From an optimization exercise on the open Yosys and OpenROAD flow, aimed at small area; shortcuts taken in it are not production practice. Only simulation tests tie the RTL to the original design; equivalence was not proved. No activity file was given, so power comes from the tool's default toggle rates.

harbor:
## cpu
module cpu (
	input  logic        clk,
	input  logic        rst_n,
	output logic [15:0] pc,
	input  logic [15:0] instr,
	output logic        hlt,
	output logic        dmem_valid,
	output logic        dmem_write,
	output logic [15:0] dmem_addr,
	output logic [15:0] dmem_wdata,
	input  logic        dmem_ready,
	input  logic [15:0] dmem_rdata
);
For scale: roughly 540 cells after synthesis, roughly 300 flip-flops, roughly 7900 sq um of cells after synthesis.
export LEC_CHECK = 0
export ABC_AREA = 1
export CAP_MARGIN = 0
export CORE_MARGIN = 2
export CORE_UTILIZATION = 40
export SLEW_MARGIN = 0
create_clock -name core_clock -period 10.0 [get_ports {clk}]
standard.sh (not shown) runs the stock make flow with config.mk's settings and CLKGATE_MAP_FILE= SYNTH_SCRIPT=/design/flow/synth_recipe.tcl, a recipe that flattens the netlist after the stock synthesis.
==> flow/flow/run.sh <==
#!/bin/bash
# The standard ORFS flow (standard.sh), with:
#  - an area-oriented ABC script for mapping the combinational logic
#    (registers are mapped before ABC runs, so they are the standard ones)
#  - no extraction of half/full adder cells before ABC (ABC maps them better)
#  - buf_1 cells as the port buffers
#  - a clock tree of clkbuf_4 cells without dummy loads
set -euo pipefail
rm -rf scripts_area
cp -r "$FLOW_HOME/scripts" scripts_area
cp flow/abc_area.script scripts_area/abc_area.script
export BUFFER_PORTS_ARGS="-buffer_cell sky130_fd_sc_hd__buf_1"
export CTS_ARGS="-sink_clustering_enable -repair_clock_nets -dont_use_dummy_load -buf_list sky130_fd_sc_hd__clkbuf_4 -sink_clustering_size 12 -sink_clustering_max_diameter 50"
bash standard.sh SCRIPTS_DIR="$PWD/scripts_area" ADDER_MAP_FILE= finish > standard.log 2>&1
==> flow/flow/abc_area.script <==
strash
dc2
dc2
dc2
&get -n
&dch -f
&nf -a -R 1000
&put
Inputs modified between harbor and pepper:
# harbor
export LEC_CHECK = 0
export ABC_AREA = 1
export CAP_MARGIN = 0
export CORE_MARGIN = 2
export CORE_UTILIZATION = 40
export SLEW_MARGIN = 0
create_clock -name core_clock -period 10.0 [get_ports {clk}]
# pepper
export LEC_CHECK = 0
export ABC_AREA = 1
export CAP_MARGIN = 20
export CORE_MARGIN = 2
export CORE_UTILIZATION = 40
export SLEW_MARGIN = 20
create_clock -name core_clock -period 10.0 [get_ports {clk}]
-- flow/flow/run.sh --
<<< harbor, line 11
cp flow/abc_area.script scripts_area/abc_area.script
export BUFFER_PORTS_ARGS="-buffer_cell sky130_fd_sc_hd__buf_1"
>>> pepper, line 11
cp flow/abc_area.script scripts_area/abc_area.script
# after power recovery, repair any slew or capacitance it broke and legalize
python3 - <<'PY'
p = "scripts_area/util.tcl"
s = open(p).read()
a = """  log_cmd repair_timing {*}$additional_args
  report_tns"""
assert a in s
s = s.replace(a, """  log_cmd repair_timing {*}$additional_args
  repair_design_helper
  log_cmd detailed_placement
  report_tns""", 1)
open(p, "w").write(s)
PY
export RECOVER_POWER=100
export BUFFER_PORTS_ARGS="-buffer_cell sky130_fd_sc_hd__buf_1"
==> comparison <==
harbor -> pepper: minimum hold slack flat
harbor -> pepper: count of cells along the worst hold path delta 0, exact match
Logic gate share of total power | pepper below harbor
| fraction of layout instances using a drive strength above 1 | pepper vs harbor | 0.61 points lower |
Cell area essentially unchanged between harbor and pepper.
On overall routed net length, harbor and pepper are neck and neck.
Looking at harbor and pepper, the clock power is a wash.
[pepper] final cycle utilization of the critical path rose 2.9 points relative to harbor
> inputs changed (pepper -> indigo)
-- flow/flow/run.sh --
<<< pepper, line 7
#  - a clock tree of clkbuf_4 cells without dummy loads
set -euo pipefail
>>> indigo, line 7
#  - a clock tree of clkbuf_4 cells without dummy loads
#  - power recovery (downsizing cells with slack) after global routing,
#    followed by a design repair pass for any slew it breaks
set -euo pipefail
==> comparison <==
- Changes observed in indigo relative to pepper: power dissipated by switching net loads has remained practically unchanged, critical path depth in cells flat, maximum buffer depth of the clock tree stayed essentially flat, setup slack shows no meaningful change, total count of hold-check failures in the final report shows no meaningful change.
- indigo completed; timing, DRC and antenna clean


try-cedar:
cpu, a different RTL version from the one above (not shown whole).
For scale: about 550 cells after synthesis, about 86 I/O pins, roughly 8000 um^2 of cells after synthesis.
==> flow/design.v (excerpt) <==
module cpu (
	input  logic        clk,
	input  logic        rst_n,
	output logic [15:0] pc,
	input  logic [15:0] instr,
	output logic        hlt,
	output logic        dmem_valid,
	output logic        dmem_write,
	output logic [15:0] dmem_addr,
	output logic [15:0] dmem_wdata,
	input  logic        dmem_ready,
	input  logic [15:0] dmem_rdata
);
	localparam logic [2:0] S_EX0  = 3'd1;
	localparam logic [2:0] S_EX1  = 3'd7;
	localparam logic [2:0] S_EX2  = 3'd4;
	localparam logic [2:0] S_MEM  = 3'd5;
	localparam logic [2:0] S_MEMW = 3'd3;
	localparam logic [2:0] S_CLR  = 3'd0;
	localparam logic [2:0] S_HALT = 3'd2;
	localparam logic [2:0] S_PC   = 3'd6;
	logic [3:0]   cnt;
	logic [2:0]   st;
	logic [15:1]  pcr;
	logic [15:1]  a;
	logic [15:0]  t;
	logic [239:0] rf;
	logic         z, n, v, c;
	logic         tk;
	wire [3:0] op   = instr[15:12];
	wire [3:0] f_rd = instr[11:8];
	wire [3:0] f_rs = instr[7:4];
	wire [3:0] f_rt = instr[3:0];
	wire first = (cnt == 4'd0);
	wire last  = (cnt == 4'd15);
	wire ex0 = (st == S_EX0);
	wire ex1 = (st == S_EX1);
	wire ex2 = (st == S_EX2);
	wire mem = (st == S_MEM);
	wire clr = (st == S_CLR);
	wire ppc = (st == S_PC);
	wire is_addsub = (op[3:1] == 3'b000);
	wire is_sub    = (op == 4'h1);
	wire is_xor    = (op == 4'h2);
	wire is_sll    = (op == 4'h4);
	wire is_lw     = (op == 4'h8);
	wire is_sw     = (op == 4'h9);
	wire is_ldi    = (op[3:1] == 3'b101);
	wire is_br     = (op == 4'hC);
	wire is_hlt    = (op == 4'hF);
	logic cond;
	always_comb begin
		case (instr[11:9])
			3'd0: cond = ~z;
			3'd1: cond = z;
			3'd2: cond = ~z & ~n;
			3'd3: cond = n;
			3'd4: cond = z | ~n;
			3'd5: cond = z | n;
			3'd6: cond = v;
			default: cond = 1'b1;
		endcase
	end
	logic [3:0] ridx;
	always_comb begin
		if (ex0) begin
			if (op[3]) ridx = is_lw ? f_rs : f_rd;
			else       ridx = is_sll ? f_rs : f_rt;
		end else begin
			ridx = f_rs;
		end
	end
	logic [15:0] rlsb;
	always_comb begin
		rlsb[0] = 1'b0;
		for (int k = 1; k < 16; k++) rlsb[k] = rf[16*(k-1)];
	end
	logic [3:0] rl1;
	always_comb
		for (int g = 0; g < 4; g++) rl1[g] = rlsb[{g[1:0], ridx[1:0]}];
	wire rbit = rl1[ridx[3:2]];
  ...
==> flow/config.mk <==
export PLATFORM = sky130hd
export DESIGN_NAME = cpu
export DESIGN_NICKNAME = cpu
export VERILOG_FILES = /design/flow/design.v
export SDC_FILE = /design/flow/constraint.sdc
export NUM_CORES = 4
export LEC_CHECK = 0
export ABC_AREA = 1
export CAP_MARGIN = 20
export CORE_MARGIN = 2
export CORE_UTILIZATION = 40
export SLEW_MARGIN = 20
==> flow/constraint.sdc <==
create_clock -name core_clock -period 10.0 [get_ports {clk}]
set_input_delay 2.0000 -clock core_clock [delete_from_list [all_inputs] [get_ports {clk}]]
set_output_delay 2.0000 -clock core_clock [all_outputs]
set_load 0.01 [all_outputs]
==> flow/flow/run.sh <==
#!/bin/bash
# The standard ORFS flow (standard.sh), with:
#  - an area-oriented ABC script for mapping the combinational logic
#    (registers are mapped before ABC runs, so they are the standard ones)
#  - no extraction of half/full adder cells before ABC (ABC maps them better)
#  - buf_1 cells as the port buffers
#  - a clock tree of clkbuf_4 cells without dummy loads
set -euo pipefail
rm -rf scripts_area
cp -r "$FLOW_HOME/scripts" scripts_area
cp flow/abc_area.script scripts_area/abc_area.script
export BUFFER_PORTS_ARGS="-buffer_cell sky130_fd_sc_hd__buf_1"
export CTS_ARGS="-sink_clustering_enable -repair_clock_nets -dont_use_dummy_load -buf_list sky130_fd_sc_hd__clkbuf_8 -sink_clustering_size 22 -sink_clustering_max_diameter 60"
bash standard.sh SCRIPTS_DIR="$PWD/scripts_area" ADDER_MAP_FILE= finish > standard.log 2>&1
Scripts as last shown in full above: flow/flow/abc_area.script
In summary, try-cedar completed successfully, with a layout that passed the timing, DRC and antenna checks.
For try-juniper, these inputs were changed with respect to try-cedar:
--- a/flow/flow/run.sh
+++ b/flow/flow/run.sh
@@ -7,0 +8 @@
+#  - power recovery (downsizing cells with slack) after global routing
@@ -13 +14,2 @@
-export CTS_ARGS="-sink_clustering_enable -repair_clock_nets -dont_use_dummy_load -buf_list sky130_fd_sc_hd__clkbuf_8 -sink_clustering_size 22 -sink_clustering_max_diameter 60"
+export CTS_ARGS="-sink_clustering_enable -repair_clock_nets -dont_use_dummy_load -buf_list sky130_fd_sc_hd__clkbuf_4 -sink_clustering_size 12 -sink_clustering_max_diameter 50"
+export RECOVER_POWER=100
The flow for try-juniper finished, though final verification flagged max-capacitance violations, max-slew violations.
Going from try-cedar to try-juniper, minimum clock period after layout grew by 0.13 ns; highest attainable clock frequency saw a decrease.
Of try-juniper and try-cedar, try-cedar shows the higher clock network fraction of total power, with try-juniper below it.
[inputs] try-amber vs try-juniper
--- a/flow/flow/run.sh
+++ b/flow/flow/run.sh
@@ -8 +7,0 @@
-#  - power recovery (downsizing cells with slack) after global routing
@@ -15 +13,0 @@
-export RECOVER_POWER=100
==> notes.md <==
try-amber: full flow OK, the timing, DRC and antenna checks passed
For switching power share of the total, try-amber and try-juniper come out practically identical.
On utilization, try-juniper and try-amber are neck and neck.
The buffer share of cell area on try-amber is in line with that on try-juniper.
Looking at try-juniper and try-amber, the power density normalized to cell area is a wash.

[re-timing with driven ports]
Ports are ideal in the flow. The routed layouts listed here were re-timed in OpenROAD.
Step 1 assumes that a clkbuf_16 drives the clock port and a buf_2 every other input.
Step 2 moves the port delays by t, midway between the first and last clock arrival at a register: inputs arrive t later, outputs are due t later. That takes back most of the time a late clock gives input paths.
Three values: ideal ports, drivers, drivers and shift; two values: the first two.
| run | t (ns) | slack for setup (ns) | worst hold slack (ns) | worst slew at a driven data input, ns | pins driven straight from the clock port |
|---|---|---|---|---|---|
| harbor | 0.665 | 4.162 / 4.153 / 3.487 | 0.256 / 0.256 / 0.256 | 0.05 | 1 |
| pepper | 0.667 | 3.875 / 3.867 / 3.200 | 0.254 / 0.254 / 0.254 | 0.05 | 1 |
| indigo | 0.667 | 3.875 / 3.867 / 3.200 | 0.254 / 0.254 / 0.254 | 0.05 | 1 |
| try-cedar | 0.543 | 3.214 / 3.201 / 2.658 | 0.293 / 0.293 / 0.293 | 0.06 | 1 |
| try-juniper | 0.658 | 3.084 / 3.073 / 2.415 | 0.266 / 0.266 / 0.266 | 0.06 | 1 |
| try-amber | 0.657 | 3.294 / 3.282 / 2.624 | 0.268 / 0.268 / 0.268 | 0.06 | 1 |
